Background: an optimization exercise with open tools, aiming at small area. Do not read the settings as production practice.
The RTL was checked by simulation tests, not by an equivalence proof against the original design.
Power is estimated from default activity; no workload was simulated.

==> flow/design.v <==
package renamePkg;
  localparam int ARCH_REGS = 32;
  localparam int PHYS_REGS = 64;
  localparam int FREE_TAGS = PHYS_REGS - ARCH_REGS;
  localparam int PAYLOAD_WIDTH = 64;
  localparam int ROB_IDX_WIDTH = 6;
  localparam int ARCH_WIDTH = $clog2(ARCH_REGS);
  localparam int TAG_WIDTH = $clog2(PHYS_REGS);
  typedef logic [ARCH_WIDTH-1:0] archReg_t;
  typedef logic [TAG_WIDTH-1:0] physTag_t;
  typedef logic [ROB_IDX_WIDTH-1:0] robIdx_t;
endpackage
module rsAoi21Row #(
  parameter int W = 6
) (
  input  logic         a,
  input  logic [W-1:0] b,
  input  logic [W-1:0] c,
  output logic [W-1:0] y
);
  assign y = ~((b & {W{a}}) | c);
endmodule
module rsAoiRow #(
  parameter int W = 6,
  parameter int L = 3
) (
  input  logic [L*W-1:0] d,
  input  logic [L-1:0]   s,
  output logic [W-1:0]   y
);
  always_comb begin
    for (int b = 0; b < W; b++) begin
      y[b] = 1'b1;
      for (int l = 0; l < L; l++) begin
        y[b] = y[b] & ~(d[W*l + b] & s[l]);
      end
    end
  end
endmodule
module rsNor2 (
  input  logic a,
  input  logic b,
  output logic y
);
  assign y = ~(a | b);
endmodule
module rsSelect #(
  parameter int K   = 32,
  parameter int W   = 6,
  parameter bit INV = 1'b0
) (
  input  logic [K*W-1:0] d,
  input  logic [K-1:0]   s,
  output logic [W-1:0]   y
);
  localparam int N3 = K / 3;
  localparam int R  = K % 3;
  localparam int NL = N3 + (R > 0);
  logic [W-1:0] l1 [NL];
  for (genvar j = 0; j < N3; j++) begin : g_aoi
    rsAoiRow #(.W(W), .L(3)) u_aoi (.d(d[3*W*j +: 3*W]), .s(s[3*j +: 3]), .y(l1[j]));
  end
  if (R > 0) begin : g_rem
    rsAoiRow #(.W(W), .L(R)) u_aoi (.d(d[K*W-1 -: R*W]), .s(s[K-1 -: R]), .y(l1[N3]));
  end
  always_comb begin
    for (int b = 0; b < W; b++) begin
      y[b] = 1'b1;
      for (int j = 0; j < NL; j++) begin
        y[b] = y[b] & l1[j][b];
      end
      y[b] = INV ? y[b] : ~y[b];
    end
  end
endmodule
module rsDecode #(
  parameter int W = 6
) (
  input  logic           en,
  input  logic [W-1:0]   a,
  output logic [2**W-1:0] y
);
  localparam int WL = W / 2;
  localparam int WH = W - WL;
  logic [2**WL-1:0] loN;
  logic [2**WH-1:0] hiN;
  always_comb begin
    for (int i = 0; i < 2**WL; i++) loN[i] = ~(en & (a[WL-1:0] == WL'(i)));
    for (int i = 0; i < 2**WH; i++) hiN[i] = ~(a[W-1:WL] == WH'(i));
  end
  for (genvar i = 0; i < 2**W; i++) begin : g_out
    rsNor2 u_nor (.a(loN[i % (2**WL)]), .b(hiN[i / (2**WL)]), .y(y[i]));
  end
endmodule
module renameTable (
  input  logic                                        RESET,
  input  logic [6*renamePkg::ARCH_REGS-1:0]           mapN,
  input  renamePkg::archReg_t                         srcArch1,
  input  renamePkg::archReg_t                         srcArch2,
  output renamePkg::physTag_t                         physSrc1,
  output renamePkg::physTag_t                         physSrc2,
  input  logic                                        renameWrite,
  input  renamePkg::archReg_t                         writeArch,
  input  renamePkg::physTag_t                         writeTag,
  input  logic                                        restoreReq,
  input  logic [6*renamePkg::ARCH_REGS-1:0]           restoreMap,
  output logic [6*renamePkg::ARCH_REGS-1:0]           mapNextN,
  output logic [renamePkg::ARCH_REGS-1:0]             mapLoad
);
  localparam int N = renamePkg::ARCH_REGS;
  localparam int W = renamePkg::TAG_WIDTH;
  logic         selRestore;
  logic         loadAll;
  logic [W-1:0] fillZero;    
  logic [W-1:0] fillOne;     
  logic [N-1:0] writeSel;
  logic [N-1:0] sel1;
  logic [N-1:0] sel2;
  assign selRestore = RESET & restoreReq;
  assign loadAll    = ~RESET | restoreReq;
  assign fillZero   = (RESET & ~restoreReq) ? writeTag : '0;
  assign fillOne    = ~RESET ? '1 : restoreReq ? '0 : writeTag;
  rsDecode #(.W(5)) u_decW (.en(renameWrite), .a(writeArch), .y(writeSel));
  rsDecode #(.W(5)) u_dec1 (.en(1'b1), .a(srcArch1), .y(sel1));
  rsDecode #(.W(5)) u_dec2 (.en(1'b1), .a(srcArch2), .y(sel2));
  for (genvar i = 0; i < N; i++) begin : g_entry
    logic [W-1:0] fill;
    assign mapLoad[i] = loadAll | writeSel[i];
    for (genvar b = 0; b < W; b++) begin : g_bit
      assign fill[b] = ((i >> b) & 1) ? fillOne[b] : fillZero[b];
    end
    rsAoi21Row #(.W(W)) u_next (
      .a(selRestore),
      .b(restoreMap[W*i +: W]),
      .c(fill),
      .y(mapNextN[W*i +: W])
    );
  end
  rsSelect #(.K(N), .W(W), .INV(1'b1)) u_rd1 (.d(mapN), .s(sel1), .y(physSrc1));
  rsSelect #(.K(N), .W(W), .INV(1'b1)) u_rd2 (.d(mapN), .s(sel2), .y(physSrc2));
endmodule
module freeList (
  input  logic [6*renamePkg::PHYS_REGS-1:0] fifoMem,
  input  logic [renamePkg::TAG_WIDTH:0]     rdPtr,
  input  logic [renamePkg::TAG_WIDTH:0]     wrPtr,
  input  logic                              firstPass,
  input  logic                              popReq,
  output renamePkg::physTag_t               headTag,
  output logic                              empty,
  output logic                              doPop,
  output logic                              doPush,
  input  logic                              pushReq,
  output logic                              full,
  output logic [renamePkg::PHYS_REGS-1:0]   slotLoad
);
  localparam int W = renamePkg::TAG_WIDTH;
  localparam int P = renamePkg::PHYS_REGS;
  logic [P-1:0] rdSel;
  assign empty = (wrPtr == rdPtr);
  assign full  = (wrPtr[W-1:0] == rdPtr[W-1:0]) && (wrPtr[W] != rdPtr[W]);
  assign doPop  = popReq && !empty;
  assign doPush = pushReq && !full;
  rsDecode #(.W(W)) u_decW (.en(doPush), .a(wrPtr[W-1:0]), .y(slotLoad));
  rsDecode #(.W(W)) u_decR (.en(!firstPass), .a(rdPtr[W-1:0]), .y(rdSel));
  renamePkg::physTag_t rdData;
  rsSelect #(.K(P), .W(W)) u_rd (.d(fifoMem), .s(rdSel), .y(rdData));
  assign headTag = rdData | (firstPass ? {1'b1, rdPtr[W-2:0]} : '0);
endmodule
module dispatchControl (
  input  logic FREEZE,
  input  logic decodeEmpty,
  input  logic regWrite,
  input  logic link,
  input  logic memRead,
  input  logic memWrite,
  input  logic freeEmpty,
  input  logic iqFull,
  input  logic lsqFull,
  input  logic robFull,
  output logic destNeeded,
  output logic isMem,
  output logic advance
);
  logic targetFull;
  assign destNeeded = regWrite || link;
  assign isMem = memRead || memWrite;
  assign targetFull = isMem ? lsqFull : iqFull;
  assign advance = !FREEZE && !decodeEmpty && !robFull && !targetFull &&
                   !(destNeeded && freeEmpty);
endmodule
module renameStage (
  input  logic                                        CLK,
  input  logic                                        RESET,
  input  logic                                        FREEZE,
  input  logic                                        decodeEmpty,
  output logic                                        decodePop,
  input  logic [4:0]                                  srcArch1,
  input  logic [4:0]                                  srcArch2,
  input  logic [4:0]                                  destArch,
  input  logic                                        regWrite,
  input  logic                                        link,
  input  logic                                        memRead,
  input  logic                                        memWrite,
  input  logic [63:0]                                 payload,
  input  logic                                        iqFull,
  input  logic                                        lsqFull,
  input  logic                                        robFull,
  input  logic [5:0]                                  robTail,
  output logic                                        iqPush,
  output logic                                        lsqPush,
  output logic                                        robPush,
  output logic [94:0]                                 issuePacket,
  input  logic                                        freeReq,
  input  logic [5:0]                                  freeTag,
  output logic                                        freeFull,
  input  logic                                        restoreReq,
  input  logic [191:0]                                restoreMap
);
  localparam int W = renamePkg::TAG_WIDTH;
  localparam int N = renamePkg::ARCH_REGS;
  localparam int P = renamePkg::PHYS_REGS;
  logic [W-1:0] mapN [N];
  logic [W*N-1:0] mapFlatN;
  logic [W*N-1:0] mapNextN;
  logic [N-1:0]   mapLoad;
  logic [W-1:0] fifoMem [P];
  logic [W*P-1:0] fifoFlat;
  logic [P-1:0]   slotLoad;
  logic [W:0]     rdPtr;
  logic [W:0]     wrPtr;
  logic           firstPass;
  renamePkg::physTag_t lastPhys1;
  renamePkg::physTag_t lastPhys2;
  renamePkg::archReg_t lastDest;
  logic                lastDestNeeded;
  logic                lastIsMem;
  logic [63:0]         lastPayload;
  renamePkg::robIdx_t  lastRobTail;
  renamePkg::physTag_t physSrc1;
  renamePkg::physTag_t physSrc2;
  renamePkg::physTag_t headTag;
  renamePkg::physTag_t lastTag;
  logic                freeEmpty;
  logic                doPop;
  logic                doPush;
  logic                destNeeded;
  logic                isMem;
  logic                advance;
  for (genvar i = 0; i < N; i++) begin : g_mapFlat
    assign mapFlatN[W*i +: W] = mapN[i];
  end
  for (genvar i = 0; i < P; i++) begin : g_fifoFlat
    assign fifoFlat[W*i +: W] = fifoMem[i];
  end
  renameTable i_renameTable (
    .RESET      (RESET),
    .mapN       (mapFlatN),
    .srcArch1   (srcArch1),
    .srcArch2   (srcArch2),
    .physSrc1   (physSrc1),
    .physSrc2   (physSrc2),
    .renameWrite(advance && destNeeded),
    .writeArch  (destArch),
    .writeTag   (headTag),
    .restoreReq (restoreReq),
    .restoreMap (restoreMap),
    .mapNextN   (mapNextN),
    .mapLoad    (mapLoad)
  );
  freeList i_freeList (
    .fifoMem  (fifoFlat),
    .rdPtr    (rdPtr),
    .wrPtr    (wrPtr),
    .firstPass(firstPass),
    .popReq   (advance && destNeeded),
    .headTag  (headTag),
    .empty    (freeEmpty),
    .doPop    (doPop),
    .doPush   (doPush),
    .pushReq  (freeReq),
    .full     (freeFull),
    .slotLoad (slotLoad)
  );
  dispatchControl i_dispatchControl (
    .FREEZE     (FREEZE),
    .decodeEmpty(decodeEmpty),
    .regWrite   (regWrite),
    .link       (link),
    .memRead    (memRead),
    .memWrite   (memWrite),
    .freeEmpty  (freeEmpty),
    .iqFull     (iqFull),
    .lsqFull    (lsqFull),
    .robFull    (robFull),
    .destNeeded (destNeeded),
    .isMem      (isMem),
    .advance    (advance)
  );
  assign decodePop = advance;
  for (genvar i = 0; i < N; i++) begin : g_map
    always_ff @(posedge CLK) begin
      if (mapLoad[i]) begin
        mapN[i] <= mapNextN[W*i +: W];
      end
    end
  end
  for (genvar i = 0; i < P; i++) begin : g_slot
    always_ff @(posedge CLK) begin
      if (slotLoad[i]) begin
        fifoMem[i] <= freeTag;
      end
    end
  end
  always_ff @(posedge CLK) begin
    if (!RESET) begin
      rdPtr <= '0;
      wrPtr <= (W+1)'(renamePkg::FREE_TAGS);
      firstPass <= 1'b1;
    end else begin
      if (doPop) begin
        rdPtr <= rdPtr + 1'b1;
        if (rdPtr[W-1:0] == W'(renamePkg::FREE_TAGS - 1)) begin
          firstPass <= 1'b0;
        end
      end
      if (doPush) begin
        wrPtr <= wrPtr + 1'b1;
      end
    end
  end
  always_ff @(posedge CLK) begin
    if (!RESET) begin
      robPush <= 1'b0;
    end else begin
      robPush <= advance;
    end
  end
  always_ff @(posedge CLK) begin
    lastPhys1 <= physSrc1;
    lastPhys2 <= physSrc2;
    lastDest <= destArch;
    lastDestNeeded <= destNeeded;
    lastIsMem <= isMem;
    lastPayload <= payload;
    lastRobTail <= robTail;
    lastTag <= destNeeded ? headTag : '0;
  end
  assign iqPush = robPush && !lastIsMem;
  assign lsqPush = robPush && lastIsMem;
  assign issuePacket = {lastPayload, lastRobTail, lastPhys1, lastPhys2, lastTag,
                        lastDest, lastDestNeeded, lastIsMem};
endmodule
clock: 4.0 ns
lec_check: 0
cap_margin: 5
core_margin: 2
core_utilization: 40
gpl_timing_driven: 0
setup_slack_margin: 0.1
slew_margin: 5
synth_hierarchical: 1
standard.sh (not shown) runs the stock make flow with config.mk's settings and CLKGATE_MAP_FILE= SYNTH_SCRIPT=/design/flow/synth_recipe.tcl, a recipe that flattens the netlist after the stock synthesis.
==> flow/flow/run.sh <==
#!/bin/bash
# Standard ORFS layout (the standard.sh, standard synthesis
# unchanged) with buf_1 port buffers and a CTS without dummy loads
# and with larger sink clusters. Each tool's output goes to the
# ORFS logs; make's own output goes to standard.log.
export BUFFER_PORTS_ARGS="-buffer_cell sky130_fd_sc_hd__buf_1"
export CTS_ARGS="-sink_clustering_enable -repair_clock_nets -dont_use_dummy_load -sink_clustering_size 26 -sink_clustering_max_diameter 90"
bash standard.sh > standard.log 2>&1
The baseline completed without violations.
Edit:
--- a/flow/design.v
+++ b/flow/design.v
@@ -35,10 +35,20 @@
         y[b] = y[b] & ~(d[W*l + b] & s[l]);
       end
     end
   end
 endmodule
+module rsOai21Row #(
+  parameter int W = 32
+) (
+  input  logic [W-1:0] a,
+  input  logic [W-1:0] b,
+  input  logic         c,
+  output logic [W-1:0] y
+);
+  assign y = ~((a | b) & {W{c}});
+endmodule
 module rsNor2 (
   input  logic a,
   input  logic b,
   output logic y
 );
@@ -72,26 +82,39 @@
       y[b] = INV ? y[b] : ~y[b];
     end
   end
 endmodule
 module rsDecode #(
-  parameter int W = 6
+  parameter int W      = 6,
+  parameter bit USE_EN = 1'b1,
+  parameter bit FORCE  = 1'b0
 ) (
   input  logic           en,
+  input  logic           force_,
   input  logic [W-1:0]   a,
   output logic [2**W-1:0] y
 );
   localparam int WL = W / 2;
   localparam int WH = W - WL;
   logic [2**WL-1:0] loN;
   logic [2**WH-1:0] hiN;
   always_comb begin
-    for (int i = 0; i < 2**WL; i++) loN[i] = ~(en & (a[WL-1:0] == WL'(i)));
+    for (int i = 0; i < 2**WL; i++) loN[i] = ~((en | ~USE_EN) & (a[WL-1:0] == WL'(i)));
     for (int i = 0; i < 2**WH; i++) hiN[i] = ~(a[W-1:WL] == WH'(i));
   end
-  for (genvar i = 0; i < 2**W; i++) begin : g_out
-    rsNor2 u_nor (.a(loN[i % (2**WL)]), .b(hiN[i / (2**WL)]), .y(y[i]));
+  if (FORCE) begin : g_force
+    logic [2**W-1:0] loX;
+    logic [2**W-1:0] hiX;
+    for (genvar i = 0; i < 2**W; i++) begin : g_x
+      assign loX[i] = loN[i % (2**WL)];
+      assign hiX[i] = hiN[i / (2**WL)];
+    end
+    rsOai21Row #(.W(2**W)) u_oai (.a(loX), .b(hiX), .c(~force_), .y(y));
+  end else begin : g_plain
+    for (genvar i = 0; i < 2**W; i++) begin : g_out
+      rsNor2 u_nor (.a(loN[i % (2**WL)]), .b(hiN[i / (2**WL)]), .y(y[i]));
+    end
   end
 endmodule
 module renameTable (
   input  logic                                        RESET,
   input  logic [6*renamePkg::ARCH_REGS-1:0]           mapN,
@@ -111,23 +134,21 @@
   localparam int W = renamePkg::TAG_WIDTH;
   logic         selRestore;
   logic         loadAll;
   logic [W-1:0] fillZero;    
   logic [W-1:0] fillOne;     
-  logic [N-1:0] writeSel;
   logic [N-1:0] sel1;
   logic [N-1:0] sel2;
   assign selRestore = RESET & restoreReq;
   assign loadAll    = ~RESET | restoreReq;
   assign fillZero   = (RESET & ~restoreReq) ? writeTag : '0;
   assign fillOne    = ~RESET ? '1 : restoreReq ? '0 : writeTag;
-  rsDecode #(.W(5)) u_decW (.en(renameWrite), .a(writeArch), .y(writeSel));
-  rsDecode #(.W(5)) u_dec1 (.en(1'b1), .a(srcArch1), .y(sel1));
-  rsDecode #(.W(5)) u_dec2 (.en(1'b1), .a(srcArch2), .y(sel2));
+  rsDecode #(.W(5), .FORCE(1'b1)) u_decW (.en(renameWrite), .force_(loadAll), .a(writeArch), .y(mapLoad));
+  rsDecode #(.W(5), .USE_EN(1'b0)) u_dec1 (.en(1'b0), .force_(1'b0), .a(srcArch1), .y(sel1));
+  rsDecode #(.W(5), .USE_EN(1'b0)) u_dec2 (.en(1'b0), .force_(1'b0), .a(srcArch2), .y(sel2));
   for (genvar i = 0; i < N; i++) begin : g_entry
     logic [W-1:0] fill;
-    assign mapLoad[i] = loadAll | writeSel[i];
     for (genvar b = 0; b < W; b++) begin : g_bit
       assign fill[b] = ((i >> b) & 1) ? fillOne[b] : fillZero[b];
     end
     rsAoi21Row #(.W(W)) u_next (
       .a(selRestore),
@@ -158,12 +179,12 @@
   logic [P-1:0] rdSel;
   assign empty = (wrPtr == rdPtr);
   assign full  = (wrPtr[W-1:0] == rdPtr[W-1:0]) && (wrPtr[W] != rdPtr[W]);
   assign doPop  = popReq && !empty;
   assign doPush = pushReq && !full;
-  rsDecode #(.W(W)) u_decW (.en(doPush), .a(wrPtr[W-1:0]), .y(slotLoad));
-  rsDecode #(.W(W)) u_decR (.en(!firstPass), .a(rdPtr[W-1:0]), .y(rdSel));
+  rsDecode #(.W(W)) u_decW (.en(doPush), .force_(1'b0), .a(wrPtr[W-1:0]), .y(slotLoad));
+  rsDecode #(.W(W)) u_decR (.en(!firstPass), .force_(1'b0), .a(rdPtr[W-1:0]), .y(rdSel));
   renamePkg::physTag_t rdData;
   rsSelect #(.K(P), .W(W)) u_rd (.d(fifoMem), .s(rdSel), .y(rdData));
   assign headTag = rdData | (firstPass ? {1'b1, rdPtr[W-2:0]} : '0);
 endmodule
 module dispatchControl (
Outcome: The new run finished with timing, DRC and antenna clean; cell count shrinks by about 1.3%; power goes up by 0.71%; global-route usage drops by 0.20 points; count of clock-buffer cells in the layout is unchanged; cell area decreases by about 0.4%; hold slack improved by 0.018 ns; sequential power hardly moves.

[static timing again, ports no longer ideal]
How much do the figures lean on ideal ports? The routed layouts below were timed once more, with nothing changed but the port constraints.
Step 1 (the two cells are an assumption about what drives the block):
set clk [get_ports {CLK}]
set_driving_cell -lib_cell sky130_fd_sc_hd__clkbuf_16 $clk
set_driving_cell -lib_cell sky130_fd_sc_hd__buf_2 [delete_from_list [all_inputs] $clk]
Step 2 times the ports against the registers' clock, not the clock port: input delays grow and output delays shrink by t, the midpoint of the rising clock arrivals with the driver on.
Three values: ideal, step 1, step 2; two values: the first two.
run	shift t [ns]	slack for setup (ns)	worst register clock-pin slew, ns	worst data-port slew with drivers (ns)
the first run	0.609	0.201 / 0.201 / 0.201	0.10 / 0.10	0.12
the second run	0.628	0.199 / 0.199 / 0.199	0.11 / 0.11	0.11
After both steps setup and hold are still met in every run listed.
